Context: an optimization exercise on an open-source flow, tuned for small area. The choices shown serve that exercise and are no tape-out recipe. Function was checked by simulation only, so behaviour that the tests miss may differ from the original. The flow treats the clock pin as an ideal source, which a real chip does not have.

`design/flow/design.v`:
```
module dm_bus_responder #(
  parameter int unsigned DEPTH_WORDS = 64,
  parameter int unsigned WAIT_CYCLES = 2,
  parameter logic [31:0] BASE_ADDR   = 32'h0000_0000
) (
  input  logic        clk,
  input  logic        rst,
  input  logic        req,
  input  logic        we,
  input  logic [31:0] addr,
  input  logic [31:0] wdata,
  input  logic [3:0]  be,
  output logic [31:0] rdata,
  output logic        ready,
  output logic        err,
  output logic        busy
);
  localparam int NR = 11;   
  logic [1:0]    st_q;
  logic [1:0]    c_q;                  
  logic [2:0]    t_q;                  
  logic [NR-1:0] valid_q;
  logic [31:0]   dat_q;
  logic [5:0]  idx_q;
  logic        we_q, err_q;
  logic [3:0]  be_q;
  logic [NR-2:0][5:0][31:0] m_q;
  logic [3:0][31:0]         n_q;       
  logic idle;
  assign idle  = (st_q == 2'b00);
  assign ready = (st_q == 2'b10);
  assign busy  = ~idle;
  logic accept;
  assign accept = idle & req;
  logic [5:0] idx_d;
  logic       we_d, err_d;
  logic [3:0] be_d;
  logic       err_in;
  assign err_in = (addr[1:0] != 2'b00) || (addr[31:8] != 24'd0);
  assign idx_d  = idle ? addr[7:2] : idx_q;
  assign we_d   = idle ? we        : we_q;
  assign err_d  = idle ? err_in    : err_q;
  assign be_d   = idle ? be        : be_q;
  always_ff @(posedge clk) begin
    idx_q <= idx_d;
    we_q  <= we_d;
    err_q <= err_d;
    be_q  <= be_d;
  end
  logic [NR-1:0] rsel;
  logic [2:0]    slot;
  always_comb begin
    case (idx_d)
      6'd0: begin rsel = 11'd1 << 0; slot = 3'd0; end
      6'd1: begin rsel = 11'd1 << 0; slot = 3'd1; end
      6'd2: begin rsel = 11'd1 << 0; slot = 3'd2; end
      6'd3: begin rsel = 11'd1 << 0; slot = 3'd3; end
      6'd4: begin rsel = 11'd1 << 0; slot = 3'd4; end
      6'd5: begin rsel = 11'd1 << 0; slot = 3'd5; end
      6'd6: begin rsel = 11'd1 << 1; slot = 3'd0; end
      6'd7: begin rsel = 11'd1 << 1; slot = 3'd1; end
      6'd8: begin rsel = 11'd1 << 1; slot = 3'd2; end
      6'd9: begin rsel = 11'd1 << 1; slot = 3'd3; end
      6'd10: begin rsel = 11'd1 << 1; slot = 3'd4; end
      6'd11: begin rsel = 11'd1 << 1; slot = 3'd5; end
      6'd12: begin rsel = 11'd1 << 2; slot = 3'd0; end
      6'd13: begin rsel = 11'd1 << 2; slot = 3'd1; end
      6'd14: begin rsel = 11'd1 << 2; slot = 3'd2; end
      6'd15: begin rsel = 11'd1 << 2; slot = 3'd3; end
      6'd16: begin rsel = 11'd1 << 2; slot = 3'd4; end
      6'd17: begin rsel = 11'd1 << 2; slot = 3'd5; end
      6'd18: begin rsel = 11'd1 << 3; slot = 3'd0; end
      6'd19: begin rsel = 11'd1 << 3; slot = 3'd1; end
      6'd20: begin rsel = 11'd1 << 3; slot = 3'd2; end
      6'd21: begin rsel = 11'd1 << 3; slot = 3'd3; end
      6'd22: begin rsel = 11'd1 << 3; slot = 3'd4; end
      6'd23: begin rsel = 11'd1 << 3; slot = 3'd5; end
      6'd24: begin rsel = 11'd1 << 4; slot = 3'd0; end
      6'd25: begin rsel = 11'd1 << 4; slot = 3'd1; end
      6'd26: begin rsel = 11'd1 << 4; slot = 3'd2; end
      6'd27: begin rsel = 11'd1 << 4; slot = 3'd3; end
      6'd28: begin rsel = 11'd1 << 4; slot = 3'd4; end
      6'd29: begin rsel = 11'd1 << 4; slot = 3'd5; end
      6'd30: begin rsel = 11'd1 << 5; slot = 3'd0; end
      6'd31: begin rsel = 11'd1 << 5; slot = 3'd1; end
      6'd32: begin rsel = 11'd1 << 5; slot = 3'd2; end
      6'd33: begin rsel = 11'd1 << 5; slot = 3'd3; end
      6'd34: begin rsel = 11'd1 << 5; slot = 3'd4; end
      6'd35: begin rsel = 11'd1 << 5; slot = 3'd5; end
      6'd36: begin rsel = 11'd1 << 6; slot = 3'd0; end
      6'd37: begin rsel = 11'd1 << 6; slot = 3'd1; end
      6'd38: begin rsel = 11'd1 << 6; slot = 3'd2; end
      6'd39: begin rsel = 11'd1 << 6; slot = 3'd3; end
      6'd40: begin rsel = 11'd1 << 6; slot = 3'd4; end
      6'd41: begin rsel = 11'd1 << 6; slot = 3'd5; end
      6'd42: begin rsel = 11'd1 << 7; slot = 3'd0; end
      6'd43: begin rsel = 11'd1 << 7; slot = 3'd1; end
      6'd44: begin rsel = 11'd1 << 7; slot = 3'd2; end
      6'd45: begin rsel = 11'd1 << 7; slot = 3'd3; end
      6'd46: begin rsel = 11'd1 << 7; slot = 3'd4; end
      6'd47: begin rsel = 11'd1 << 7; slot = 3'd5; end
      6'd48: begin rsel = 11'd1 << 8; slot = 3'd0; end
      6'd49: begin rsel = 11'd1 << 8; slot = 3'd1; end
      6'd50: begin rsel = 11'd1 << 8; slot = 3'd2; end
      6'd51: begin rsel = 11'd1 << 8; slot = 3'd3; end
      6'd52: begin rsel = 11'd1 << 8; slot = 3'd4; end
      6'd53: begin rsel = 11'd1 << 8; slot = 3'd5; end
      6'd54: begin rsel = 11'd1 << 9; slot = 3'd0; end
      6'd55: begin rsel = 11'd1 << 9; slot = 3'd1; end
      6'd56: begin rsel = 11'd1 << 9; slot = 3'd2; end
      6'd57: begin rsel = 11'd1 << 9; slot = 3'd3; end
      6'd58: begin rsel = 11'd1 << 9; slot = 3'd4; end
      6'd59: begin rsel = 11'd1 << 9; slot = 3'd5; end
      6'd60: begin rsel = 11'd1 << 10; slot = 3'd0; end
      6'd61: begin rsel = 11'd1 << 10; slot = 3'd1; end
      6'd62: begin rsel = 11'd1 << 10; slot = 3'd2; end
      6'd63: begin rsel = 11'd1 << 10; slot = 3'd3; end
      default: begin rsel = '0; slot = 3'd0; end
    endcase
  end
  logic r4;                            
  assign r4 = rsel[NR-1];
  logic [2:0] pos6, pos;
  always_comb begin
    case ({slot, t_q})
      {3'd0, 3'd0}: pos6 = 3'd0;
      {3'd0, 3'd1}: pos6 = 3'd1;
      {3'd0, 3'd2}: pos6 = 3'd2;
      {3'd0, 3'd3}: pos6 = 3'd3;
      {3'd0, 3'd4}: pos6 = 3'd4;
      {3'd0, 3'd5}: pos6 = 3'd5;
      {3'd1, 3'd0}: pos6 = 3'd1;
      {3'd1, 3'd1}: pos6 = 3'd2;
      {3'd1, 3'd2}: pos6 = 3'd3;
      {3'd1, 3'd3}: pos6 = 3'd4;
      {3'd1, 3'd4}: pos6 = 3'd5;
      {3'd1, 3'd5}: pos6 = 3'd0;
      {3'd2, 3'd0}: pos6 = 3'd2;
      {3'd2, 3'd1}: pos6 = 3'd3;
      {3'd2, 3'd2}: pos6 = 3'd4;
      {3'd2, 3'd3}: pos6 = 3'd5;
      {3'd2, 3'd4}: pos6 = 3'd0;
      {3'd2, 3'd5}: pos6 = 3'd1;
      {3'd3, 3'd0}: pos6 = 3'd3;
      {3'd3, 3'd1}: pos6 = 3'd4;
      {3'd3, 3'd2}: pos6 = 3'd5;
      {3'd3, 3'd3}: pos6 = 3'd0;
      {3'd3, 3'd4}: pos6 = 3'd1;
      {3'd3, 3'd5}: pos6 = 3'd2;
      {3'd4, 3'd0}: pos6 = 3'd4;
      {3'd4, 3'd1}: pos6 = 3'd5;
      {3'd4, 3'd2}: pos6 = 3'd0;
      {3'd4, 3'd3}: pos6 = 3'd1;
      {3'd4, 3'd4}: pos6 = 3'd2;
      {3'd4, 3'd5}: pos6 = 3'd3;
      {3'd5, 3'd0}: pos6 = 3'd5;
      {3'd5, 3'd1}: pos6 = 3'd0;
      {3'd5, 3'd2}: pos6 = 3'd1;
      {3'd5, 3'd3}: pos6 = 3'd2;
      {3'd5, 3'd4}: pos6 = 3'd3;
      {3'd5, 3'd5}: pos6 = 3'd4;
      default: pos6 = 3'd0;
    endcase
  end
  assign pos = r4 ? {1'b0, slot[1:0] + c_q} : pos6;
  logic       in_odd;
  logic [2:0] dst;                     
  assign in_odd = pos[0];
  assign dst[0] = in_odd & (r4 ? (pos == 3'd3) : (pos == 3'd5));
  assign dst[1] = in_odd & (pos == 3'd1);
  assign dst[2] = in_odd & ~r4 & (pos == 3'd3);
  logic tap_a, tap_b;
  assign tap_a = (pos == 3'd1);
  assign tap_b = r4 ? (pos == 3'd3) : (pos == 3'd4);
  logic pol_odd, pol_even, pol_even1;
  assign pol_odd   = ~(c_q[1] ^ c_q[0]);
  assign pol_even  = c_q[1];
  assign pol_even1 = c_q[1] ^ c_q[0];
  logic vr;                            
  assign vr = |(rsel & valid_q);
  logic wr, set_ph;
  assign wr     = we_d & ~err_d & (accept | busy);
  assign set_ph = st_q[1];
  logic [31:0] tcol;                   
  logic        zcol;                   
  always_comb begin
    for (int i = 0; i < 32; i++)
      tcol[i] = wr & (be_d[i/8] | ~vr) &
                (~set_ph | ((dat_q[i] & be_q[i/8]) == pol_even1));
  end
  assign zcol = wr & ~vr & ~pol_even1;
  logic [2:0][31:0] col;
  always_comb begin
    for (int k = 0; k < 3; k++) col[k] = dst[k] ? tcol : {32{zcol}};
  end
  logic [NR-2:0][2:0][31:0] m_g;
  logic [1:0][31:0]         n_g;
  for (genvar r = 0; r < NR - 1; r++) begin : g_ring
    for (genvar k = 0; k < 3; k++) begin : g_even
      dm_bit_update u_bits (.sel(rsel[r]), .col(col[k]), .q(m_q[r][(2 * k + 5) % 6]), .d(m_g[r][k]));
    end
  end
  for (genvar k = 0; k < 2; k++) begin : g_even4
    dm_bit_update u_bits (.sel(r4), .col(col[k]), .q(n_q[(2 * k + 3) % 4]), .d(n_g[k]));
  end
  always_ff @(posedge clk) begin
    for (int r = 0; r < NR - 1; r++) begin
      for (int k = 0; k < 3; k++) begin
        m_q[r][2 * k]     <= m_g[r][k];
        m_q[r][2 * k + 1] <= m_q[r][2 * k];
      end
    end
    for (int k = 0; k < 2; k++) begin
      n_q[2 * k]     <= n_g[k];
      n_q[2 * k + 1] <= n_q[2 * k];
    end
  end
  logic [31:0] rd;
  always_comb begin
    rd = ({32{r4 & tap_a}} & n_q[1]) | ({32{r4 & tap_b}} & n_q[3]);
    for (int r = 0; r < NR - 1; r++)
      rd = rd | ({32{rsel[r] & tap_a}} & m_q[r][1]) | ({32{rsel[r] & tap_b}} & m_q[r][4]);
  end
  logic pol_rd;
  assign pol_rd = (tap_b & ~r4) ? pol_even : pol_odd;
  always_ff @(posedge clk) begin
    if (we_d) begin
      if (idle) dat_q <= wdata;
    end else if (tap_a | tap_b) begin
      dat_q <= rd ^ {32{pol_rd}};
    end
  end
  always_ff @(posedge clk or negedge rst) begin
    if (!rst) begin
      st_q    <= 2'b00;
      c_q     <= 2'd0;
      t_q     <= 3'd0;
      valid_q <= '0;
    end else begin
      c_q <= c_q + 2'd1;
      t_q <= (t_q == 3'd5) ? 3'd0 : t_q + 3'd1;
      case (st_q)
        2'b00:   st_q <= req ? 2'b01 : 2'b00;
        2'b01:   st_q <= 2'b11;
        2'b11:   st_q <= 2'b10;
        default: st_q <= 2'b00;
      endcase
      if (ready & we_q & ~err_q) valid_q <= valid_q | rsel;
    end
  end
  assign rdata = dat_q & {32{ready & ~we_q & ~err_q & vr}};
  assign err   = ready & err_q;
endmodule
module dm_bit_update (
  input  logic        sel,
  input  logic [31:0] col,
  input  logic [31:0] q,
  output logic [31:0] d
);
  assign d = ~(({32{sel}} & col) | q);
endmodule
```
`design/flow/constraint.sdc`:
```
create_clock -name core_clock -period 8.0 [get_ports {clk}]
set_input_delay 1.6000 -clock core_clock [delete_from_list [all_inputs] [get_ports {clk}]]
set_output_delay 1.6000 -clock core_clock [all_outputs]
set_load 0.01 [all_outputs]
```
`design/flow/run.sh`:
```
#!/bin/bash
# synth_recipe.tcl (not shown) runs the flow's synth.tcl, then flattens the netlist and writes it again
# the make line also repeats each setting of config.mk as NAME=value (left out here)
make -C /OpenROAD-flow-scripts/flow DESIGN_CONFIG=/design/flow/config.mk WORK_HOME=/design/flow/orfs CLKGATE_MAP_FILE= SYNTH_SCRIPT=/design/flow/synth_recipe.tcl finish
```
`design/flow/config.mk`:
```
export PLATFORM = sky130hd
export DESIGN_NAME = dm_bus_responder
export DESIGN_NICKNAME = dm_bus_responder
export VERILOG_FILES = /design/flow/design.v
export SDC_FILE = /design/flow/constraint.sdc
export NUM_CORES = 4
export LEC_CHECK = 0
export CAP_MARGIN = 20
export CORE_MARGIN = 2
export CORE_UTILIZATION = 70
export CTS_CLUSTER_DIAMETER = 80
export CTS_CLUSTER_SIZE = 30
export PLACE_DENSITY = 0.8
export SLEW_MARGIN = 20
export SYNTH_HIERARCHICAL = 1
```
==> key figures, run 1 <==
Timing
  – Final WS setup: 0.951 ns
  – Final clock period utilization by the worst path: 88.1%
  – Final Skew: 0.0320 ns
  – Fin Setup TNS: 0 ns
  – Final Hold Fails: 0
  – Worst slew pin tran: 1.21 ns
  – Peak Freq: 0.142 GHz
  – Rel. slew slack: 18.9%
  – # setup viols final: 0
  – RSZ-0062 raised after global routing: false
  – Max-slew violations: 0
  – Minimum clock period after layout: 7.05 ns
  – Hold_ws: 0.314 ns

Critical path
  – Max FO, Critical Path: 27
  – Critical path's largest stage delay: 0.55 ns
  – Kind of critical path: in2out
  – Reg2reg setup slack: 2.11 ns
  – CP dominant cell by count: clkdlybuf4s50_1
  – Critical-path top delay cell: clkdlybuf4s50_1
  – CP startpoint kind: input pin
  – CP endpoint kind: output pin
  – Buf+Inv Stages, Crit Path: 4
  – Ordered cell list for the critical path: clkdlybuf4s50_1 -> mux2i_1 -> inv_1 -> ha_1 -> nor3_1 -> and2_4 -> a222oi_1 -> nand4_1 -> nor4b_2 -> buf_12 -> and2_1 -> clkdlybuf4s50_1
  – CP Data Arrival Time: 5.45 ns
  – Critical path required time: 6.40 ns
  – CP delay by family, top: simple AND/OR/NAND/NOR gates

Global route
  – Global-route wire length before repair: 210 mm
  – Vias in the first global route: 34887
  – Total grt overflow: 0
  – Largest net degree at the start of global routing: 162
  – Initial antenna violation count: 8
  – GRT Util Overall: 32.4%

Clocking
  – Root Buffer: clkbuf_16
  – Post-CTS Hold Buffers: 0
  – Clock latency on the worst-skew pair: 0.68 ns
  – CTS H-tree depth: 3
  – Cts repair resizes: 0
  – CTS tree: built
  – CTS Buf Count: 81
  – TritonCTS Sinks: 2110
  – Bufs on Longest Clock Path: 3
  – Number of buffers added for setup after CTS: 0
  – Clock-pin slew of the registers on the worst-case setup and hold paths: 0.11 ns

Floorplanning
  – I/O pins: 107
  – Initial Utilization: 70.4%
  – Die W: 291 um
  – Core ar.: 0.0818 mm2
  – Num rows: 105
  – Die area: 0.0846 mm2
  – Height of the die: 291 um

Layout
  – Finished Layout Cells: 5618
  – Post-Layout Inst Area: 0.0614 mm2
  – Nets: 4599
  – Area of the multi-input gates: 0.0134 mm2
  – Commonest cells after routing, fill and taps aside: 2060 x dfxtp_1, 1040 x a21oi_1, 175 x nand2_1
  – Share of layout cells above drive strength 1: 6.23%
  – Most common cell after layout, fill and taps aside: dfxtp_1
  – # fillers: 5218
  – Reg area: 0.0427 mm2
  – Area Growth Syn to Fin: 6.56%
  – Core Util, Final: 75.0%

Placed design
  – Detailed placement HPWL: 82.5 mm
  – Dpl cell area: 0.0591 mm2
  – DP Cell Count: 5503
  – Placement Setup Slack: 1.02 ns
  – Port buffer count: 106
  – Final GP Congestion: 0.924

Drt
  – Initial DRC Count: 4333
  – Vias/cell: 6.47
  – DR WL/cell: 25.0 um
  – Post-route DRC: 0
  – Via count: 36345
  – Drt total wl: 141 mm
  – DRT Pass-1 Iters: 8
  – Antenna viol nets, final: 0

Yosys
  – Synth warn: 7
  – Main flop type after synthesis: dfxtp_1
  – Sequential-to-total area share from yosys stat: 74.0%
  – Count of cell types in the netlist: 93
  – Number of flops mapped to enable cells by yosys: 32
  – Mapped Cells: 4522
  – Synth async-reset ratio: 0.853%
  – Syn Nets: 4605
  – Avg Cell Area, Syn: 12.7 um2
  – #FFs+latches synth: 2110
  – Mapped cell area: 0.0576 mm2

Run
  – Max_cap viols: 0

Min path
  – Hold Path Class: reg2reg

Status
  – Status: no timing/DRC/antenna violations
-- routing by layer --
layer	up-vias	GRT usage [%]	share of wire, %
met1	17940	47.4	43
met2	1817	49.0	44
li1	16258	-	-
met4	6	9.97	3.3
met3	324	6.60	10
met5	-	0	0.024
-- final timing paths --
check	from	endpoint	depth (start not counted)
max in group asynchronous	rst	st_q[1]	1
worst min-delay path	m_q[397]	m_q[429]	0
worst max-delay path	addr[4]	rdata[3]	12
worst max register to register	st_q[0]	dat_q[9]	14
min in group asynchronous	rst	c_q[0]	1
worst min register to register	m_q[397]	m_q[429]	0
-- final cells by class --
type,instances,area share [%]
flip-flops and latches,2110,69.5
multi-input cells,2128,21.8
clock buffers,106,3.59
repair buffers,167,2.70
well taps,1070,2.18
inverters,28,0.171
clock inverters,7,0.132
diodes,2,0.00815
-- worst reg2reg max path, stage by stage (launching register included) --
cell	delay, ns
dfrtp_1	0.66
nor2_2	0.24
buf_4	0.30
mux2i_1	0.41
inv_1	0.16
ha_1	0.26
o211ai_1	0.33
a31oi_1	0.28
nor4_1	0.82
o32a_1	0.24
buf_4	0.37
nand2_1	0.50
a21oi_1	0.28
o32a_2	0.16
buf_4	0.52
-- Yosys cell counts, types with 15 or more instances --
cell | instances | area (um2)
a21o_1 | 15 | 113
and2_1 | 44 | 275
dfxtp_1 | 2060 | 41200
clkbuf_1 | 113 | 424
a41o_1 | 33 | 330
inv_1 | 25 | 93.8
a22o_1 | 20 | 175
nand3_1 | 74 | 370
nor3_1 | 24 | 120
a21oi_1 | 1041 | 5210
edfxtp_1 | 32 | 961
a31o_2 | 64 | 561
or4_1 | 16 | 120
xnor2_1 | 33 | 289
nand2_1 | 177 | 664
buf_6 | 99 | 1110
dfrtp_1 | 18 | 450
nor2_1 | 16 | 60.1
a21boi_0 | 17 | 128
a222oi_1 | 139 | 1390
mux2i_1 | 17 | 170
and3_1 | 35 | 219
nand4_1 | 34 | 213
o31ai_1 | 19 | 143
a22oi_1 | 32 | 240
a31oi_1 | 20 | 125
nor4_1 | 17 | 106
buf_2 | 28 | 140
-- state kept, by name, indices dropped and copies added (netlist names), 2 cells and up --
signal / cells
be_q: 4
dat_q: 32
st_q: 2
c_q: 2
valid_q: 11
n_q: 128
t_q: 3
idx_q: 6
m_q: 1920
-- kinds of logic after synthesis --
kind of cell / count (synthesis) / share of synthesized area (%)
multiplexers: 20 / 0.354
buffers and inverters: 284 / 3.22
AO/OA/AOI/OAI: 1560 / 17.0
XOR/XNOR: 37 / 0.562
adder cells (fa/ha/maj): 11 / 0.239
flip-flops: 2110 / 74.0
AND/OR/NAND/NOR: 500 / 4.58
-- Yosys stat by module (local to each module, per instance) --
module | flip-flops and latches | cells inside | area, um2
dm_bus_responder | 2110 | 3402 | 51400
dm_bit_update | 0 | 35 | 194
==> inputs of run 2 (changes only) <==
==> design/flow/flow/run.sh (new file) <==
#!/bin/bash
# Own flow: the standard layout (standard.sh) with three knobs changed
# through ORFS environment variables:
#  - CTS without dummy loads, with larger sink clusters (fewer clock buffers);
#  - port buffers use buf_1 instead of the default cell;

# Synthesis is the standard one, unchanged.
set -euo pipefail
export CTS_ARGS="-sink_clustering_enable -repair_clock_nets -dont_use_dummy_load -sink_clustering_size 30 -sink_clustering_max_diameter 80"
export BUFFER_PORTS_ARGS="-buffer_cell sky130_fd_sc_hd__buf_1"
bash standard.sh > standard.log 2>&1
==> design/flow/standard.sh (new file) <==
#!/bin/bash
# synth_recipe.tcl (not shown) runs the flow's synth.tcl, then flattens the netlist and writes it again
# the make line also repeats each setting of config.mk as NAME=value (left out here)
make -C /OpenROAD-flow-scripts/flow DESIGN_CONFIG=/design/flow/config.mk WORK_HOME=/design/flow/orfs CLKGATE_MAP_FILE= SYNTH_SCRIPT=/design/flow/synth_recipe.tcl "${@:-finish}"
removed: design/flow/run.sh
==> run 2 against run 1 <==
Compared with the run above:
- still clean on timing, DRC and antenna
- non-clock buffer count increased by 7
- count of clock-buffer cells in the layout is 26 lower
- first-iteration DRC count fell by 0.18%
- area after synthesis stayed put
- fmax is 1.8% higher
- sequential cell count did not move
- synthesized cell count stayed put
- largest cell class unchanged
- highest routed layer unchanged
==> key figures, run 2 <==
Drt
  – DR WL/cell: 24.7 um (-1.5%)
  – DRT Pass-1 Iters: 6 (-2)
  – Antenna viol nets, final: 0 (unchanged)
  – Drt total wl: 138 mm (-1.9%)
  – Vias/cell: 6.44 (-0.42%)
  – Post-route DRC: 0 (unchanged)
  – Initial DRC Count: 4325 (-0.18%)
  – Via count: 36031 (-0.86%)

Timing
  – Final clock period utilization by the worst path: 86.5% (-1.6 points)
  – Max-slew violations: 0 (unchanged)
  – Peak Freq: 0.144 GHz (+1.8%)
  – Fin Setup TNS: 0 ns (unchanged)
  – # setup viols final: 0 (unchanged)
  – Final WS setup: 1.08 ns (+0.127 ns)
  – Hold_ws: 0.293 ns (-0.0213 ns)
  – Rel. slew slack: 16.6% (-2.3 points)
  – Final Skew: 0.0665 ns (+0.0345 ns)
  – Worst slew pin tran: 1.25 ns (+0.0382 ns)
  – Final Hold Fails: 0 (unchanged)
  – Minimum clock period after layout: 6.92 ns (-0.127 ns)
  – RSZ-0062 raised after global routing: false

Floorplanning
  – Initial Utilization: 70.4% (unchanged)
  – Die W: 291 um (unchanged)
  – Die area: 0.0846 mm2 (unchanged)
  – Core ar.: 0.0818 mm2 (unchanged)
  – I/O pins: 107 (unchanged)
  – Height of the die: 291 um (unchanged)
  – Num rows: 105 (unchanged)

Layout
  – Max FFs per register: 1920 (unchanged)
  – Area of the multi-input gates: 0.0134 mm2 (about the same)
  – Finished Layout Cells: 5593 (-0.44%)
  – Most common cell after layout, fill and taps aside: dfxtp_1
  – Commonest cells after routing, fill and taps aside: 2060 x dfxtp_1, 1040 x a21oi_1, 175 x nand2_1
  – Core Util, Final: 73.8% (-1.2 points)
  – Share of layout cells above drive strength 1: 6.19% (-0.031 points)
  – Largest register by flop count: m_q
  – Post-Layout Inst Area: 0.0604 mm2 (-1.6%)
  – Area Growth Syn to Fin: 4.89%
  – Nets: 4605 (+0.13%)
  – Reg area: 0.0427 mm2 (unchanged)
  – # fillers: 5285 (+1.3%)
  – Largest regs: m_q (1920), n_q (128), dat_q (32)

Global route
  – Global-route wire length before repair: 208 mm (-1.4%)
  – GRT Util Overall: 31.9% (-0.51 points)
  – Initial antenna violation count: 3 (-5)
  – Vias in the first global route: 34574 (-0.90%)
  – Largest net degree at the start of global routing: 160 (-1.2%)
  – Total grt overflow: 0 (unchanged)

Clocking
  – Clock-pin slew of the registers on the worst-case setup and hold paths: 0.10 ns (about the same)
  – CTS H-tree depth: 3 (unchanged)
  – CTS Buf Count: 80 (-1.2%)
  – Clock latency on the worst-skew pair: 0.69 ns (about the same)
  – Post-CTS Hold Buffers: 0 (unchanged)
  – Bufs on Longest Clock Path: 3 (unchanged)
  – Root Buffer: clkbuf_16
  – Number of buffers added for setup after CTS: 0 (unchanged)
  – CTS tree: built
  – Cts repair resizes: 0 (unchanged)
  – TritonCTS Sinks: 2110 (unchanged)

Placed design
  – DP Cell Count: 5509 (+0.11%)
  – Detailed placement HPWL: 81.8 mm (-0.87%)
  – Dpl cell area: 0.0584 mm2 (-1.2%)
  – Placement Setup Slack: 1.42 ns (+0.403 ns)
  – Final GP Congestion: 0.925 (+0.11%)
  – Port buffer count: 106 (unchanged)

Critical path
  – CP delay by family, top: simple AND/OR/NAND/NOR gates
  – Max FO, Critical Path: 27 (unchanged)
  – Worst setup path end: rdata[14]
  – Critical-path top delay cell: dfrtp_1
  – Crit path depth: 15 (+3)
  – Worst R2R Start: st_q[0]
  – Reg2reg setup slack: 1.95 ns (-0.16 ns)
  – Critical path's largest stage delay: 0.79 ns (+0.24 ns)
  – Critical path required time: 6.40 ns (about the same)
  – Buf+Inv Stages, Crit Path: 6 (+2)
  – Critical path origin: st_q[0]
  – CP endpoint kind: output pin
  – Worst r2r path cells: 15 (+1)
  – Ordered cell list for the critical path: nor2_2 -> buf_4 -> inv_2 -> nand2_1 -> nand2_1 -> inv_1 -> ha_1 -> nor2_4 -> a222oi_1 -> nand4_1 -> buf_4 -> nor4b_2 -> buf_12 -> and2_1 -> buf_1
  – Kind of critical path: reg2out
  – CP Data Arrival Time: 5.32 ns (-0.13 ns)
  – CP startpoint kind: register
  – FF-to-FF End: dat_q[20]

Yosys
  – Synth area leader: dfxtp_1
  – Synth warn: 7 (unchanged)
  – Avg Cell Area, Syn: 12.7 um2 (unchanged)
  – Sequential-to-total area share from yosys stat: 74.0% (unchanged)
  – Number of flops mapped to enable cells by yosys: 32 (unchanged)
  – Mapped Cells: 4522 (unchanged)
  – Top post-synthesis cells by count: 2060 x dfxtp_1, 1041 x a21oi_1, 177 x nand2_1
  – Post-synth top area share: 71.6% (unchanged)
  – Main flop type after synthesis: dfxtp_1
  – Count of cell types in the netlist: 93 (unchanged)
  – Ranking of synthesized cells by area: dfxtp_1 72%, a21oi_1 9.0%, a222oi_1 2.4%, buf_6 1.9%, edfxtp_1 1.7%
  – Mapped cell area: 0.0576 mm2 (unchanged)
  – Count leader, synth: dfxtp_1
  – Synth async-reset ratio: 0.853% (unchanged)
  – #FFs+latches synth: 2110 (unchanged)
  – Syn Nets: 4605 (unchanged)

Min path
  – Hold Path Class: reg2reg
  – Hold path startpoint: m_q[832]

Run
  – Max_cap viols: 0 (unchanged)

Status
  – Status: no timing/DRC/antenna violations
-- run 2: cells by family after synthesis --
logic type                 synth area share [%]
muxes                                     0.354
adders and majority gates                 0.239
DFF                                        74.0
xor gates and xnor gates                  0.562
AOI/OAI and AO/OA                          17.0
buffers and inverters                      3.22
and+or+nand+nor                            4.58
-- run 2: final cells by class --
class / count / share of cell area [%]
flip-flops and latches: 2110 / 70.6
inverters: 28 / 0.174
repair buffers: 174 / 1.62
multi-input cells: 2128 / 22.1
clock buffers: 80 / 3.31
well taps: 1070 / 2.22
diodes: 3 / 0.0124
-- run 2: worst min-delay path by stage --
| stage | endpoint | slack (ns) | depth (start not counted) |
|---|---|---|---|
| after floorplan | m_q[1000] | 0.31 | 0 |
| after global placement | m_q[673] | 0.31 | 0 |
| after detailed placement | m_q[1831] | 0.31 | 0 |
| after CTS | m_q[608] | 0.30 | 0 |
| after global routing | m_q[608] | 0.30 | 0 |
| final | m_q[864] | 0.29 | 0 |
-- run 2: Yosys stat by module (local to each module, per instance) --
module | times used | flip-flops and latches | area, um2 | cells inside
dm_bit_update | 32 | 0 | 194 | 35
dm_bus_responder | 1 | 2110 | 51400 | 3402
-- run 2: per-layer routing --
| metal | track usage (%) | vias up | part of all wire (%) |
|---|---|---|---|
| met3 | 6.15 | 347 | 11 |
| met1 | 46.5 | 17523 | 43 |
| li1 | - | 16269 | - |
| met2 | 47.4 | 1890 | 43 |
| met4 | 12.5 | 2 | 3.9 |
| met5 | 0 | - | 0.0072 |
==> inputs of run 3 (changes only) <==
==> design/flow/flow/run.sh (replaced) <==
#!/bin/bash
# Own flow: the standard layout (standard.sh) with two knobs changed
# through ORFS environment variables:
#  - CTS without dummy loads, with larger sink clusters (fewer clock buffers);
#  - port buffers use buf_1 instead of the default cell.
# Synthesis is the standard one, unchanged.
set -euo pipefail
export CTS_ARGS="-sink_clustering_enable -repair_clock_nets -dont_use_dummy_load -sink_clustering_size 30 -sink_clustering_max_diameter 80"
export BUFFER_PORTS_ARGS="-buffer_cell sky130_fd_sc_hd__buf_1"
bash standard.sh > standard.log 2>&1
==> run 3 against run 2 <==
Compared with the run above:
- still clean
- cell count unchanged
- setup slack is the same
- die area is the same
- worst hold slack stayed put
- clock skew unchanged
- sequential cell count unchanged
- fmax did not move
- count of clock-buffer cells in the layout did not move
- synthesized cell count stayed put
- critical path type unchanged
- critical endpoint unchanged
- largest cell class unchanged
- highest routed layer unchanged
==> key figures, run 3 <==
Yosys
  – #FFs+latches synth: 2110 (unchanged)
  – Post-synth top area share: 71.6% (unchanged)
  – Synth async-reset ratio: 0.853% (unchanged)
  – Count of cell types in the netlist: 93 (unchanged)
  – Synth warn: 7 (unchanged)
  – Mapped Cells: 4522 (unchanged)
  – Top post-synthesis cells by count: 2060 x dfxtp_1, 1041 x a21oi_1, 177 x nand2_1
  – Count leader, synth: dfxtp_1
  – Ranking of synthesized cells by area: dfxtp_1 72%, a21oi_1 9.0%, a222oi_1 2.4%, buf_6 1.9%, edfxtp_1 1.7%
  – Mapped cell area: 0.0576 mm2 (unchanged)
  – Avg Cell Area, Syn: 12.7 um2 (unchanged)
  – Synth area leader: dfxtp_1
  – Sequential-to-total area share from yosys stat: 74.0% (unchanged)
  – Syn Nets: 4605 (unchanged)
  – Main flop type after synthesis: dfxtp_1
  – Number of flops mapped to enable cells by yosys: 32 (unchanged)

Timing
  – Fin Setup TNS: 0 ns (unchanged)
  – # setup viols final: 0 (unchanged)
  – Minimum clock period after layout: 6.92 ns (unchanged)
  – Final clock period utilization by the worst path: 86.5% (unchanged)
  – RSZ-0062 raised after global routing: false
  – Peak Freq: 0.144 GHz (unchanged)
  – Final Hold Fails: 0 (unchanged)
  – Worst slew pin tran: 1.25 ns (unchanged)
  – Rel. slew slack: 16.6% (unchanged)
  – Max-slew violations: 0 (unchanged)
  – Final Skew: 0.0665 ns (unchanged)

Layout
  – Largest register by flop count: m_q
  – # fillers: 5285 (unchanged)
  – Most common cell after layout, fill and taps aside: dfxtp_1
  – Nets: 4605 (unchanged)
  – Post-Layout Inst Area: 0.0604 mm2 (unchanged)
  – Commonest cells after routing, fill and taps aside: 2060 x dfxtp_1, 1040 x a21oi_1, 175 x nand2_1
  – Max FFs per register: 1920 (unchanged)
  – Area Growth Syn to Fin: 4.89% (unchanged)
  – Share of layout cells above drive strength 1: 6.19% (unchanged)
  – Core Util, Final: 73.8% (unchanged)
  – Largest regs: m_q (1920), n_q (128), dat_q (32)

Floorplanning
  – Num rows: 105 (unchanged)
  – Initial Utilization: 70.4% (unchanged)
  – Die W: 291 um (unchanged)
  – I/O pins: 107 (unchanged)
  – Die area: 0.0846 mm2 (unchanged)
  – Core ar.: 0.0818 mm2 (unchanged)
  – Height of the die: 291 um (unchanged)

Critical path
  – CP startpoint kind: register
  – CP Data Arrival Time: 5.32 ns (about the same)
  – Critical path required time: 6.40 ns (about the same)
  – Max FO, Critical Path: 27 (unchanged)
  – CP endpoint kind: output pin
  – Kind of critical path: reg2out

Run
  – Max_cap viols: 0 (unchanged)

Global route
  – GRT Util Overall: 31.9% (unchanged)
  – Met1 GRT Util: 46.5% (unchanged)
  – Met3 track demand over resource: 6.15% (unchanged)
  – GRT Max-Usage Layer: met2
  – Global-route wire length before repair: 208 mm (unchanged)
  – Largest net degree at the start of global routing: 160 (unchanged)
  – Vias in the first global route: 34574 (unchanged)
  – Total grt overflow: 0 (unchanged)
  – Initial antenna violation count: 3 (unchanged)
  – Met2 Use GR: 47.4% (unchanged)

Clocking
  – Post-CTS Hold Buffers: 0 (unchanged)
  – CTS Buf Count: 80 (unchanged)
  – Clock-pin slew of the registers on the worst-case setup and hold paths: 0.10 ns (about the same)
  – CTS H-tree depth: 3 (unchanged)
  – Root Buffer: clkbuf_16
  – CTS tree: built
  – Bufs on Longest Clock Path: 3 (unchanged)
  – Number of buffers added for setup after CTS: 0 (unchanged)
  – TritonCTS Sinks: 2110 (unchanged)
  – Clock latency on the worst-skew pair: 0.69 ns (about the same)
  – Cts repair resizes: 0 (unchanged)

Drt
  – Initial DRC Count: 4325 (unchanged)
  – Via count: 36031 (unchanged)
  – Vias/cell: 6.44 (unchanged)
  – DRT Pass-1 Iters: 6 (unchanged)
  – Drt total wl: 138 mm (unchanged)
  – Antenna viol nets, final: 0 (unchanged)
  – Post-route DRC: 0 (unchanged)
  – DR WL/cell: 24.7 um (unchanged)

Placed design
  – Port buffer count: 106 (unchanged)
  – Dpl cell area: 0.0584 mm2 (unchanged)
  – Final GP Congestion: 0.925 (unchanged)
  – Detailed placement HPWL: 81.8 mm (unchanged)

Min path
  – Hold Path Class: reg2reg

Status
  – Status: no timing/DRC/antenna violations
## run 3: cell counts after synthesis
No cell type changed its count.
## run 3: area by class of cell
| type | count | area [um2] | share of cell area [%] |
|---|---|---|---|
| repair buffers | 174 | 978 | 1.62 |
| multi-input cells | 2128 | 13400 | 22.1 |
| clock buffers | 80 | 2000 | 3.31 |
| inverters | 28 | 105 | 0.174 |
| flip-flops and latches | 2110 | 42700 | 70.6 |
| well taps | 1070 | 1340 | 2.22 |
| diodes | 3 | 7.51 | 0.0124 |
## run 3: routing by layer
metal / wire length [um] / vias to the layer above
li1: - / 16269
met1: 58900 / 17523
met2: 59100 / 1890
met3: 14600 / 347
met4: 5420 / 2
met5: 10 / -
## run 3: per-module statistics from Yosys (local to each module, per instance)
module / times used / flip-flops and latches
dm_bus_responder: 1 / 2110
dm_bit_update: 32 / 0
## run 3: critical path: stages, from the launching register on
cell	delay, ns
dfrtp_1	0.79
nor2_2	0.04
buf_4	0.23
inv_2	0.33
nand2_1	0.10
nand2_1	0.20
inv_1	0.12
ha_1	0.30
nor2_4	0.66
a222oi_1	0.19
nand4_1	0.15
buf_4	0.22
nor4b_2	0.72
buf_12	0.31
and2_1	0.17
buf_1	0.15
## run 3: cells by family after synthesis
| group | Yosys count | share of synthesized area, % |
|---|---|---|
| DFF | 2110 | 74.0 |
| xor gates and xnor gates | 37 | 0.562 |
| buffers and inverters | 284 | 3.22 |
| adders and majority gates | 11 | 0.239 |
| muxes | 20 | 0.354 |
| AOI/OAI and AO/OA | 1560 | 17.0 |
| and+or+nand+nor | 500 | 4.58 |
## run 3: worst paths after layout
check / startpoint / end / slack (ns) / cells after the start
max: st_q[0] / rdata[14] / 1.08 / 15
min: m_q[832] / m_q[864] / 0.29 / 0
max reg2reg: st_q[0] / dat_q[20] / 1.95 / 15
min reg2reg: m_q[832] / m_q[864] / 0.29 / 0
max in group asynchronous: rst / st_q[1] / 6.71 / 1
min in group asynchronous: rst / valid_q[9] / 0.88 / 1
## run 3: per-stage QoR
stage | setup slack [ns] | std cells | hold WS, ns
6_report | 1.08 | 5593 | 0.293
3_5_place_dp | 1.42 | 5509 | 0.312
4_1_cts | 1.13 | 5589 | 0.295
3_3_place_gp | 1.57 | 5509 | 0.310
5_1_grt | 0.744 | 5590 | 0.300
2_1_floorplan | 2.05 | 4522 | 0.310
==> inputs of run 4 (changes only) <==
--- a/design/flow/design.v
+++ b/design/flow/design.v
@@ -186,7 +186,7 @@
   always_comb begin
     for (int i = 0; i < 32; i++)
       tcol[i] = wr & (be_d[i/8] | ~vr) &
-                (~set_ph | ((dat_q[i] & be_q[i/8]) == pol_even1));
+                (~set_ph | (be_q[i/8] ? dat_q[i] : ~pol_even1));
   end
   assign zcol = wr & ~vr & ~pol_even1;
   logic [2:0][31:0] col;
@@ -215,20 +215,41 @@
       n_q[2 * k + 1] <= n_q[2 * k];
     end
   end
+  logic [20:0]       tsel;
+  logic [20:0][31:0] tdat;
+  always_comb begin
+    for (int r = 0; r < NR - 1; r++) begin
+      tsel[2 * r]     = rsel[r] & tap_a;
+      tsel[2 * r + 1] = rsel[r] & tap_b;
+      tdat[2 * r]     = m_q[r][1];
+      tdat[2 * r + 1] = m_q[r][4];
+    end
+    tsel[20] = r4 & tap_a;
+    tdat[20] = n_q[1];
+  end
+  logic [7:0][31:0] rd_n;              
+  for (genvar g = 0; g < 7; g++) begin : g_rd
+    dm_aoi3 u_aoi (.s0(tsel[3 * g]), .s1(tsel[3 * g + 1]), .s2(tsel[3 * g + 2]),
+                   .d0(tdat[3 * g]), .d1(tdat[3 * g + 1]), .d2(tdat[3 * g + 2]),
+                   .y(rd_n[g]));
+  end
+  assign rd_n[7] = ~({32{r4 & tap_b}} & n_q[3]);
   logic [31:0] rd;
   always_comb begin
-    rd = ({32{r4 & tap_a}} & n_q[1]) | ({32{r4 & tap_b}} & n_q[3]);
-    for (int r = 0; r < NR - 1; r++)
-      rd = rd | ({32{rsel[r] & tap_a}} & m_q[r][1]) | ({32{rsel[r] & tap_b}} & m_q[r][4]);
+    rd = '0;
+    for (int g = 0; g < 8; g++) rd = rd | ~rd_n[g];
   end
   logic pol_rd;
   assign pol_rd = (tap_b & ~r4) ? pol_even : pol_odd;
+  logic f_set;
+  assign f_set = in_odd ? ~(c_q[1] ^ c_q[0]) : c_q[1];
+  logic [31:0] dsrc;
+  logic        dpol, dload;
+  assign dsrc  = we_d ? wdata : rd;
+  assign dpol  = we_d ? ~f_set : pol_rd;
+  assign dload = we_d ? idle : (tap_a | tap_b);
   always_ff @(posedge clk) begin
-    if (we_d) begin
-      if (idle) dat_q <= wdata;
-    end else if (tap_a | tap_b) begin
-      dat_q <= rd ^ {32{pol_rd}};
-    end
+    if (dload) dat_q <= dsrc ^ {32{dpol}};
   end
   always_ff @(posedge clk or negedge rst) begin
     if (!rst) begin
@@ -259,3 +280,10 @@
 );
   assign d = ~(({32{sel}} & col) | q);
 endmodule
+module dm_aoi3 (
+  input  logic        s0, s1, s2,
+  input  logic [31:0] d0, d1, d2,
+  output logic [31:0] y
+);
+  assign y = ~(({32{s0}} & d0) | ({32{s1}} & d1) | ({32{s2}} & d2));
+endmodule
==> run 4 against run 3 <==
Compared with the run above:
- sequential cell count did not move
- still clean on timing, DRC and antenna
- synthesized cell count fell by 6.8%
- global-route usage is 3.5 points higher
- sequential share of layout area increased by 1.4 points
- die area fell by 1.6%
- highest routed layer unchanged
- first-iteration DRC count grew 2.1%
- critical endpoint is now rdata[31]
- via count down 1.6%
- clock skew increased by 0.017 ns
- utilization about the same
==> key figures, run 4 <==
Status
  – Status: no timing/DRC/antenna violations

Placed design
  – Final GP Congestion: 0.895 (-3.3%)
  – Port buffer count: 106 (unchanged)
  – Detailed placement HPWL: 86.2 mm (+5.4%)

Yosys
  – Area share of fa/ha/maj cells after synthesis: 0.155% (-0.084 points)
  – Main flop type after synthesis: dfxtp_1
  – Post-synthesis xor/xnor area fraction: 1.07% (+0.50 points)
  – Largest family of logic cells by synthesized area: compound AO/OA/AOI/OAI gates
  – Area share of and/or/nand/nor cells after synthesis: 2.11% (-2.5 points)
  – Count leader, synth: dfxtp_1
  – #FFs+latches synth: 2110 (unchanged)
  – Mapped Cells: 4214 (-6.8%)
  – Count of cell types in the netlist: 71 (-24%)
  – Synth async-reset ratio: 0.853% (unchanged)
  – Mapped cell area: 0.0567 mm2 (-1.7%)
  – Ranking of synthesized cells by area: dfxtp_1 73%, a21oi_1 9.2%, a222oi_1 4.0%, buf_6 2.9%, edfxtp_1 1.7%
  – Top post-synthesis cells by count: 2060 x dfxtp_1, 1038 x a21oi_1, 225 x a222oi_1
  – Number of flops mapped to enable cells by yosys: 32 (unchanged)
  – Sequential-to-total area share from yosys stat: 75.3% (+1.2 points)
  – Mux contribution to synthesized area: 0.192% (-0.16 points)
  – Synth area leader: dfxtp_1
  – Syn Nets: 4293 (-6.8%)
  – Post-synth top area share: 72.8% (+1.2 points)
  – Synth warn: 7 (unchanged)
  – Avg Cell Area, Syn: 13.4 um2 (+5.5%)
  – Compound-cell area share of the yosys netlist: 17.5% (+0.47 points)

Drt
  – Drt total wl: 150 mm (+8.8%)
  – Initial DRC Count: 4417 (+2.1%)
  – Post-route DRC: 0 (unchanged)
  – Antenna viol nets, final: 0 (unchanged)
  – DRT Pass-1 Iters: 9 (+3)
  – Via count: 35437 (-1.6%)
  – DR WL/cell: 28.3 um (+15%)
  – Vias/cell: 6.67 (+3.6%)

Clocking
  – Root Buffer: clkbuf_16
  – CTS Buf Count: 81 (+1.3%)
  – TritonCTS Sinks: 2110 (unchanged)
  – Clock latency on the worst-skew pair: 0.66 ns (-0.03 ns)
  – CTS tree: built
  – CTS H-tree depth: 3 (unchanged)
  – Number of buffers added for setup after CTS: 0 (unchanged)
  – Post-CTS Hold Buffers: 0 (unchanged)
  – Bufs on Longest Clock Path: 3 (unchanged)
  – Cts repair resizes: 0 (unchanged)
  – Clock-pin slew of the registers on the worst-case setup and hold paths: 0.11 ns (about the same)

Timing
  – Minimum clock period after layout: 6.76 ns (-0.165 ns)
  – Peak Freq: 0.148 GHz (+2.4%)
  – Max-slew violations: 0 (unchanged)
  – Final Skew: 0.0838 ns (+0.0173 ns)
  – Final Hold Fails: 0 (unchanged)
  – Final clock period utilization by the worst path: 84.5% (-2.1 points)
  – Worst slew pin tran: 1.21 ns (-0.0428 ns)
  – RSZ-0062 raised after global routing: false
  – Fin Setup TNS: 0 ns (unchanged)
  – Rel. slew slack: 19.4% (+2.8 points)
  – # setup viols final: 0 (unchanged)

Global route
  – Vias in the first global route: 34777 (+0.59%)
  – GRT Util Overall: 35.4% (+3.5 points)
  – Largest net degree at the start of global routing: 80 (-50%)
  – Global-route wire length before repair: 219 mm (+5.3%)
  – Total grt overflow: 0 (unchanged)
  – Initial antenna violation count: 6 (+3)

Run
  – Max_cap viols: 0 (unchanged)

Floorplanning
  – Num rows: 104 (-0.95%)
  – Die W: 289 um (-0.82%)
  – Core ar.: 0.0803 mm2 (-1.9%)
  – Die area: 0.0833 mm2 (-1.6%)
  – Height of the die: 289 um (-0.82%)
  – Initial Utilization: 70.6% (+0.18 points)
  – I/O pins: 107 (unchanged)

Critical path
  – Critical path required time: 6.40 ns (about the same)
  – Max FO, Critical Path: 36 (+33%)
  – CP Data Arrival Time: 5.16 ns (-0.16 ns)
  – CP endpoint kind: output pin
  – Kind of critical path: reg2out
  – CP startpoint kind: register

Layout
  – Commonest cells after routing, fill and taps aside: 2060 x dfxtp_1, 1038 x a21oi_1, 225 x a222oi_1
  – Most common cell after layout, fill and taps aside: dfxtp_1
  – Largest register by flop count: m_q
  – Area Growth Syn to Fin: 4.63%
  – Nets: 4328 (-6.0%)
  – Largest regs: m_q (1920), n_q (128), dat_q (32)
  – Max FFs per register: 1920 (unchanged)
  – Core Util, Final: 73.9% (about the same)
  – Share of layout cells above drive strength 1: 5.77% (-0.43 points)

Min path
  – Hold Path Class: reg2reg
run 4: cell count changes after synthesis, sizes merged, moves of 35 or more:
cell and delta:
xnor2 +35, nand2 -144, a31o -65, buf +41
clkbuf -71, a222oi +86, nand3 -69
run 4: final cells by class:
cell class / instances / area [um2]
fillers: 5053 / 21000
multi-input cells: 1850 / 12200
well taps: 1060 / 1330
diodes: 3 / 7.51
flip-flops and latches: 2110 / 42700
repair buffers: 178 / 980
clock buffers: 81 / 2030
inverters: 28 / 124
run 4: cells by family after synthesis:
kind of cell,count (synthesis)
buffers and inverters,254
AOI/OAI and AO/OA,1566
muxes,9
and+or+nand+nor,199
xor gates and xnor gates,69
adders and majority gates,7
DFF,2110
run 4: final timing paths:
| path | from | endpoint | slack [ns] | depth (start not counted) |
|---|---|---|---|---|
| setup / recovery | st_q[1] | rdata[31] | 1.24 | 13 |
| hold / removal | m_q[798] | m_q[830] | 0.25 | 0 |
| setup reg to reg | st_q[1] | dat_q[27] | 1.32 | 20 |
| hold reg to reg | m_q[798] | m_q[830] | 0.25 | 0 |
| max in group asynchronous | rst | c_q[1] | 6.67 | 1 |
| min in group asynchronous | rst | valid_q[2] | 0.91 | 1 |
run 4: per-module statistics from Yosys, one instance, submodules excluded:
module            copies in the design  flops+latches  area [um2]  cells
dm_aoi3                              7              0         403     41
dm_bit_update                       32              0         194     35
dm_bus_responder                     1           2110       47600   2807
run 4: worst max-delay path, stage by stage, from the launching register on:
cell	delay [ns]
dfrtp_1	0.98
nor2_8	0.12
inv_2	0.35
mux2i_1	0.38
ha_1	0.25
o211ai_1	0.33
inv_4	0.51
a22oi_1	0.16
and3_1	0.24
and4_2	0.26
nor4_2	0.13
buf_4	0.40
and2_1	0.25
buf_1	0.17
run 4: layer usage:
layer / routed length (um) / track usage (%) / vias up
met1: 58600 / 47.5 / 17361
met5: 69 / 0 / -
met4: 8330 / 18.0 / 10
met3: 17000 / 8.04 / 523
met2: 66200 / 54.3 / 2228
li1: - / - / 15315
run 4: through the flow:
stage | worst slack, ns | cell area, um2 | std cells | hold WS, ns
after floorplan | 1.81 | 56700 | 4214 | 0.310
after global placement | 1.28 | 57200 | 5222 | 0.309
after detailed placement | 1.09 | 57200 | 5224 | 0.312
after CTS | 1.30 | 59300 | 5305 | 0.261
after global routing | 1.04 | 59300 | 5307 | 0.256
final | 1.24 | 59300 | 5310 | 0.252
==> inputs of run 5 (changes only) <==
--- a/design/flow/design.v
+++ b/design/flow/design.v
@@ -189,19 +189,28 @@
                 (~set_ph | (be_q[i/8] ? dat_q[i] : ~pol_even1));
   end
   assign zcol = wr & ~vr & ~pol_even1;
+  logic [2:0]       gk;
   logic [2:0][31:0] col;
   always_comb begin
-    for (int k = 0; k < 3; k++) col[k] = dst[k] ? tcol : {32{zcol}};
+    for (int k = 0; k < 3; k++) begin
+      gk[k]  = dst[k] | zcol;
+      col[k] = tcol | {32{~dst[k]}};
+    end
+  end
+  logic [NR-1:0][2:0] row;
+  always_comb begin
+    for (int r = 0; r < NR; r++)
+      for (int k = 0; k < 3; k++) row[r][k] = rsel[r] & gk[k];
   end
   logic [NR-2:0][2:0][31:0] m_g;
   logic [1:0][31:0]         n_g;
   for (genvar r = 0; r < NR - 1; r++) begin : g_ring
     for (genvar k = 0; k < 3; k++) begin : g_even
-      dm_bit_update u_bits (.sel(rsel[r]), .col(col[k]), .q(m_q[r][(2 * k + 5) % 6]), .d(m_g[r][k]));
+      dm_bit_update u_bits (.sel(row[r][k]), .col(col[k]), .q(m_q[r][(2 * k + 5) % 6]), .d(m_g[r][k]));
     end
   end
   for (genvar k = 0; k < 2; k++) begin : g_even4
-    dm_bit_update u_bits (.sel(r4), .col(col[k]), .q(n_q[(2 * k + 3) % 4]), .d(n_g[k]));
+    dm_bit_update u_bits (.sel(row[NR-1][k]), .col(col[k]), .q(n_q[(2 * k + 3) % 4]), .d(n_g[k]));
   end
   always_ff @(posedge clk) begin
     for (int r = 0; r < NR - 1; r++) begin
--- a/design/flow/config.mk
+++ b/design/flow/config.mk
@@ -5,11 +5,11 @@
 export SDC_FILE = /design/flow/constraint.sdc
 export NUM_CORES = 4
 export LEC_CHECK = 0
-export CAP_MARGIN = 20
+export CAP_MARGIN = 0
 export CORE_MARGIN = 2
 export CORE_UTILIZATION = 70
 export CTS_CLUSTER_DIAMETER = 80
 export CTS_CLUSTER_SIZE = 30
 export PLACE_DENSITY = 0.8
-export SLEW_MARGIN = 20
+export SLEW_MARGIN = 0
 export SYNTH_HIERARCHICAL = 1
==> run 5 against run 4 <==
Compared with the run above:
- wire length grew 12%
- count of clock-buffer cells in the layout shrank 1
- global-route usage grew 4.7 points
- critical path depth shrank 3
- highest routed layer unchanged
==> key figures, run 5 <==
Layout
  – Finished Layout Cells: 5304 (-0.11%)
  – Largest register by flop count: m_q
  – Largest regs: m_q (1920), n_q (128), dat_q (32)
  – Nets: 4333 (+0.12%)
  – # fillers: 4965 (-1.7%)
  – Commonest cells after routing, fill and taps aside: 2060 x dfxtp_1, 1034 x a21oi_1, 224 x a222oi_1
  – Core Util, Final: 74.5% (+0.61 points)
  – Max FFs per register: 1920 (unchanged)
  – Reg area: 0.0427 mm2 (about the same)
  – Most common cell after layout, fill and taps aside: dfxtp_1
  – Share of layout cells above drive strength 1: 6.07% (+0.30 points)
  – Area Growth Syn to Fin: 5.38%
  – Area of the multi-input gates: 0.0116 mm2 (-4.8%)

Critical path
  – CP endpoint kind: output pin
  – Worst r2r path cells: 19 (-5.0%)
  – Critical-path top delay cell: mux2i_1
  – Reg2reg setup slack: 1.25 ns (-0.07 ns)
  – Kind of critical path: reg2out
  – Critical path required time: 6.40 ns (about the same)
  – CP Data Arrival Time: 5.39 ns (+0.23 ns)
  – CP startpoint kind: register
  – Max FO, Critical Path: 32 (-11%)
  – Critical path's largest stage delay: 0.75 ns (-0.23 ns)
  – Ordered cell list for the critical path: nor2_4 -> mux2i_1 -> inv_1 -> nand3_1 -> o22ai_1 -> a211oi_1 -> nand4_1 -> and3b_2 -> and2_1 -> buf_1

Floorplanning
  – Height of the die: 286 um (-0.82%)
  – Num rows: 103 (-0.96%)
  – Die W: 286 um (-0.82%)
  – Die area: 0.0819 mm2 (-1.6%)
  – Initial Utilization: 70.7% (+0.071 points)
  – Core ar.: 0.0789 mm2 (-1.8%)
  – I/O pins: 107 (unchanged)

Clocking
  – Clock latency on the worst-skew pair: 0.69 ns (+0.03 ns)
  – CTS Buf Count: 80 (-1.2%)
  – Post-CTS Hold Buffers: 0 (unchanged)
  – Root Buffer: clkbuf_16
  – Clock-pin slew of the registers on the worst-case setup and hold paths: 0.11 ns (about the same)
  – TritonCTS Sinks: 2110 (unchanged)
  – Cts repair resizes: 0 (unchanged)
  – CTS tree: built
  – CTS H-tree depth: 3 (unchanged)
  – Bufs on Longest Clock Path: 3 (unchanged)
  – Number of buffers added for setup after CTS: 0 (unchanged)

Drt
  – Met3 WL: 26.3 mm (+55%)
  – Post-route DRC: 0 (unchanged)
  – Routed met1 length: 61.8 mm (+5.4%)
  – Vias/cell: 6.84 (+2.4%)
  – Initial DRC Count: 6248 (+41%)
  – Drt total wl: 168 mm (+12%)
  – Uppermost layer routed: met5
  – DRT Pass-1 Iters: 10 (+1)
  – Met2 WL: 68.4 mm (+3.3%)
  – DR WL/cell: 31.7 um (+12%)
  – Via count: 36255 (+2.3%)
  – Antenna viol nets, final: 0 (unchanged)

Yosys
  – Top post-synthesis cells by count: 2060 x dfxtp_1, 1035 x a21oi_1, 224 x a222oi_1
  – Syn Nets: 4260 (-0.77%)
  – Synth async-reset ratio: 0.853% (unchanged)
  – Main flop type after synthesis: dfxtp_1
  – Count leader, synth: dfxtp_1
  – Sequential-to-total area share from yosys stat: 76.5% (+1.3 points)
  – Synth area leader: dfxtp_1
  – Synth warn: 7 (unchanged)
  – Mapped Cells: 4181 (-0.78%)
  – Mapped cell area: 0.0557 mm2 (-1.7%)
  – Ranking of synthesized cells by area: dfxtp_1 74%, a21oi_1 9.3%, a222oi_1 4.0%, buf_6 2.9%, edfxtp_1 1.7%
  – #FFs+latches synth: 2110 (unchanged)
  – Number of flops mapped to enable cells by yosys: 32 (unchanged)
  – Avg Cell Area, Syn: 13.3 um2 (-0.89%)
  – Post-synth top area share: 74.0% (+1.2 points)
  – Count of cell types in the netlist: 70 (-1.4%)

Timing
  – RSZ-0062 raised after global routing: false
  – Worst slew pin tran: 1.47 ns (+0.264 ns)
  – Max-slew violations: 0 (unchanged)
  – Final Hold Fails: 0 (unchanged)
  – Fin Setup TNS: 0 ns (unchanged)
  – Minimum clock period after layout: 6.99 ns (+0.238 ns)
  – Hold_ws: 0.294 ns (+0.0420 ns)
  – Final clock period utilization by the worst path: 87.4% (+3.0 points)
  – Rel. slew slack: 1.82% (-18 points)
  – Peak Freq: 0.143 GHz (-3.4%)
  – # setup viols final: 0 (unchanged)
  – Final Skew: 0.0640 ns (-0.0198 ns)

Run
  – Max_cap viols: 0 (unchanged)

Global route
  – Largest net degree at the start of global routing: 66 (-18%)
  – Total grt overflow: 0 (unchanged)
  – Initial antenna violation count: 4 (-2)
  – GRT Util Overall: 40.1% (+4.7 points)
  – Vias in the first global route: 34819 (+0.12%)
  – Global-route wire length before repair: 236 mm (+8.2%)

Placed design
  – Final GP Congestion: 0.902 (+0.86%)
  – Port buffer count: 106 (unchanged)
  – Detailed placement HPWL: 96.6 mm (+12%)
  – DP Cell Count: 5222 (-0.038%)

Min path
  – Hold path depth: 0 (unchanged)
  – Hold Path Class: reg2reg

Status
  – Status: no timing/DRC/antenna violations
-- run 5: changes by cell type after synthesis, moves of 7 or more --
cell / previous run / this run
o21ai_2: 30 / 0
xor2_1: 1 / 33
clkbuf_1: 42 / 30
o21bai_1: 32 / 5
a21o_1: 47 / 40
xnor2_1: 68 / 4
o211ai_1: 36 / 3
nand2_1: 33 / 159
nor2_1: 37 / 76
a41o_1: 32 / 0
-- run 5: cell families after synthesis --
kind of cell | synth area share [%]
flip-flops | 76.5
XOR/XNOR | 0.631
adder cells (fa/ha/maj) | 0.157
buffers and inverters | 3.51
AND/OR/NAND/NOR | 3.13
multiplexers | 0.171
AO/OA/AOI/OAI | 15.9
-- run 5: final timing paths --
| check | startpoint | endpoint |
|---|---|---|
| max reg2reg | st_q[1] | dat_q[24] |
| min in group asynchronous | rst | t_q[2] |
| min | n_q[14] | n_q[46] |
| max in group asynchronous | rst | valid_q[1] |
| min reg2reg | n_q[14] | n_q[46] |
| max | st_q[1] | rdata[24] |
-- run 5: layer usage --
layer	GRT usage (%)	vias up
met3	12.6	750
met1	55.0	17462
li1	-	15055
met4	22.6	6
met5	0	-
met2	56.7	2982
-- run 5: per-module statistics from Yosys, one instance, submodules excluded --
module / flip-flops and latches / area (um2) / cells
dm_bus_responder: 2110 / 46700 / 2774
dm_aoi3: 0 / 403 / 41
dm_bit_update: 0 / 194 / 35
-- run 5: cell type report --
| cell class | instances | area share [%] |
|---|---|---|
| well taps | 1050 | 2.24 |
| multi-input cells | 1845 | 19.7 |
| inverters | 20 | 0.128 |
| clock buffers | 80 | 3.41 |
| flip-flops and latches | 2110 | 72.6 |
| repair buffers | 197 | 1.86 |
| diodes | 2 | 0.00852 |
-- run 5: stage by stage --
step	worst slack, ns	instance area [um2]
6_report	1.01	58700
5_1_grt	0.712	58700
4_1_cts	1.09	58700
3_5_place_dp	1.25	56700
3_3_place_gp	1.47	56700
2_1_floorplan	1.55	55700
-- run 5: critical path: cells and delay by family, from the launching register on --
kind,cells,cell delay (ns)
AND/OR/NAND/NOR,5,2.40
multiplexers,1,0.75
flip-flops,1,0.67
buffers and inverters,2,0.45
AO/OA/AOI/OAI,2,0.41
==> inputs of run 6 (changes only) <==
--- a/design/flow/config.mk
+++ b/design/flow/config.mk
@@ -5,11 +5,11 @@
 export SDC_FILE = /design/flow/constraint.sdc
 export NUM_CORES = 4
 export LEC_CHECK = 0
-export CAP_MARGIN = 0
+export CAP_MARGIN = 10
 export CORE_MARGIN = 2
 export CORE_UTILIZATION = 70
 export CTS_CLUSTER_DIAMETER = 80
 export CTS_CLUSTER_SIZE = 30
 export PLACE_DENSITY = 0.8
-export SLEW_MARGIN = 0
+export SLEW_MARGIN = 10
 export SYNTH_HIERARCHICAL = 1
==> run 6 against run 5 <==
Compared with the run above:
- non-clock buffer count up 2
- first-iteration DRC count down 1.5%
- fmax up 0.12%
- die area unchanged
- register-to-register slack about the same
- count of clock-buffer cells in the layout unchanged
- largest cell class unchanged
- highest routed layer unchanged
==> key figures, run 6 <==
Status
  – Status: no timing/DRC/antenna violations

Critical path
  – CP startpoint kind: register
  – Kind of critical path: reg2out
  – Critical-path top delay cell: mux2i_1
  – CP Data Arrival Time: 5.39 ns (about the same)
  – Critical path's largest stage delay: 0.74 ns (about the same)
  – CP endpoint kind: output pin

Global route
  – Vias in the first global route: 34819 (unchanged)
  – Global-route wire length before repair: 236 mm (unchanged)
  – Largest net degree at the start of global routing: 66 (unchanged)
  – Initial antenna violation count: 3 (-1)
  – Total grt overflow: 0 (unchanged)

Yosys
  – Synth area leader: dfxtp_1
  – Syn Nets: 4260 (unchanged)
  – Sequential-to-total area share from yosys stat: 76.5% (unchanged)
  – #FFs+latches synth: 2110 (unchanged)
  – Main flop type after synthesis: dfxtp_1
  – Avg Cell Area, Syn: 13.3 um2 (unchanged)
  – Top post-synthesis cells by count: 2060 x dfxtp_1, 1035 x a21oi_1, 224 x a222oi_1
  – Synth async-reset ratio: 0.853% (unchanged)
  – Mapped cell area: 0.0557 mm2 (unchanged)

Clocking
  – CTS H-tree depth: 3 (unchanged)
  – Post-CTS Hold Buffers: 0 (unchanged)
  – Clock-pin slew of the registers on the worst-case setup and hold paths: 0.11 ns (about the same)
  – Clock latency on the worst-skew pair: 0.69 ns (about the same)
  – TritonCTS Sinks: 2110 (unchanged)
  – Root Buffer: clkbuf_16
  – CTS Buf Count: 80 (unchanged)
  – CTS tree: built
  – Cts repair resizes: 0 (unchanged)

Floorplanning
  – Core ar.: 0.0789 mm2 (unchanged)
  – Die W: 286 um (unchanged)
  – Height of the die: 286 um (unchanged)
  – Initial Utilization: 70.7% (unchanged)
  – I/O pins: 107 (unchanged)

Drt
  – Via count: 36473 (+0.60%)
  – DR WL/cell: 31.8 um (+0.24%)
  – DRT Pass-1 Iters: 10 (unchanged)
  – Initial DRC Count: 6156 (-1.5%)
  – Vias/cell: 6.87 (+0.54%)
  – Antenna viol nets, final: 0 (unchanged)
  – Drt total wl: 169 mm (+0.30%)
  – Post-route DRC: 0 (unchanged)

Timing
  – Final clock period utilization by the worst path: 87.3% (-0.11 points)
  – Rel. slew slack: 16.0% (+14 points)
  – Worst slew pin tran: 1.26 ns (-0.212 ns)
  – Max-slew violations: 0 (unchanged)
  – Fin Setup TNS: 0 ns (unchanged)
  – Minimum clock period after layout: 6.99 ns (-0.00860 ns)
  – # setup viols final: 0 (unchanged)

Placed design
  – Final GP Congestion: 0.902 (unchanged)
  – DP Cell Count: 5222 (unchanged)
  – Detailed placement HPWL: 96.6 mm (unchanged)

Layout
  – Most common cell after layout, fill and taps aside: dfxtp_1
  – Largest regs: m_q (1920), n_q (128), dat_q (32)
  – Reg area: 0.0427 mm2 (unchanged)
  – Core Util, Final: 74.5% (about the same)
  – Largest register by flop count: m_q
  – Commonest cells after routing, fill and taps aside: 2060 x dfxtp_1, 1034 x a21oi_1, 224 x a222oi_1
  – # fillers: 4954 (-0.22%)
  – Area Growth Syn to Fin: 5.44% (about the same)
  – Finished Layout Cells: 5307 (+0.057%)
  – Max FFs per register: 1920 (unchanged)
  – Area of the multi-input gates: 0.0116 mm2 (unchanged)

Min path
  – Hold Path Class: reg2reg
run 6: cell counts after synthesis:
Identical to the previous run, type by type.
run 6: layout make-up:
cell class	instances	area share (%)
inverter	20	0.128
sequential	2110	72.6
tap	1050	2.24
antenna	3	0.0128
multi-input combinational	1845	19.7
timing repair buffer	199	1.91
clock buffer	80	3.41
run 6: per-module statistics from Yosys (local to each module, per instance):
module,area [um2],cells,flops+latches
dm_aoi3,403,41,0
dm_bus_responder,46700,2774,2110
dm_bit_update,194,35,0
run 6: final timing paths:
kind | startpoint | to | slack, ns | cells after the start
min reg2reg | n_q[14] | n_q[46] | 0.29 | 0
max | st_q[1] | rdata[24] | 1.01 | 10
max reg2reg | st_q[1] | dat_q[24] | 1.26 | 19
min | n_q[14] | n_q[46] | 0.29 | 0
min in group asynchronous | rst | t_q[2] | 0.85 | 1
max in group asynchronous | rst | valid_q[1] | 6.61 | 2
run 6: kinds of logic after synthesis:
kind of cell / synth area share (%)
buffers and inverters: 3.51
muxes: 0.171
adders and majority gates: 0.157
AOI/OAI and AO/OA: 15.9
xor gates and xnor gates: 0.631
and+or+nand+nor: 3.13
DFF: 76.5
run 6: through the flow:
| stage | setup WS [ns] | area (um2) |
|---|---|---|
| finish | 1.01 | 58800 |
| global route | 0.714 | 58800 |
| CTS | 1.09 | 58700 |
| detailed placement | 1.25 | 56700 |
| global placement | 1.47 | 56700 |
| floorplan | 1.55 | 55700 |
run 6: metal layers:
layer  vias up  part of all wire [%]  GRT usage (%)
met5         -                 0.030              0
met2      3083                    41           56.7
met4         8                   6.7           22.6
met3       729                    16           12.6
met1     17615                    37           55.0
li1      15038                     -              -

## afterwards: timing with drivers on the ports
Ports are ideal in the flow. The routed layouts listed here were re-timed in OpenROAD. Step 1 sets driving cells, clkbuf_16 on the clock port and buf_2 on the other inputs (assumed; they add their load-dependent delay and slew). Step 2 moves the port delays by t, midway between the first and last clock arrival at a register: inputs arrive t later, outputs are due t later. That takes back most of the time a late clock gives input paths. Slacks: ideal / step 1 / step 2; pairs: ideal / step 1.
run | shift t [ns] | slack for setup (ns) | hold WS [ns] | latest minus earliest clock arrival (ns) | worst register clock-pin slew, ns
run 1 | 0.731 | 0.951 / 0.923 / 0.902 | 0.314 / 0.314 / 0.314 | 0.032 / 0.032 | 0.11 / 0.11
run 2 | 0.719 | 1.078 / 1.011 / 1.223 | 0.293 / 0.293 / 0.293 | 0.068 / 0.069 | 0.11 / 0.11
run 3 | 0.719 | 1.078 / 1.011 / 1.223 | 0.293 / 0.293 / 0.293 | 0.068 / 0.069 | 0.11 / 0.11
run 4 | 0.698 | 1.243 / 1.171 / 0.864 | 0.252 / 0.252 / 0.252 | 0.098 / 0.098 | 0.11 / 0.11
run 5 | 0.733 | 1.005 / 0.932 / 0.964 | 0.294 / 0.294 / 0.294 | 0.066 / 0.066 | 0.11 / 0.11
run 6 | 0.734 | 1.014 / 0.942 / 0.988 | 0.291 / 0.291 / 0.291 | 0.063 / 0.063 | 0.11 / 0.11
After both steps setup and hold are still met in every run listed. For run 4, which loses most, drivers alone change the setup slack by -0.072 ns; drivers and shift together by -0.379 ns.
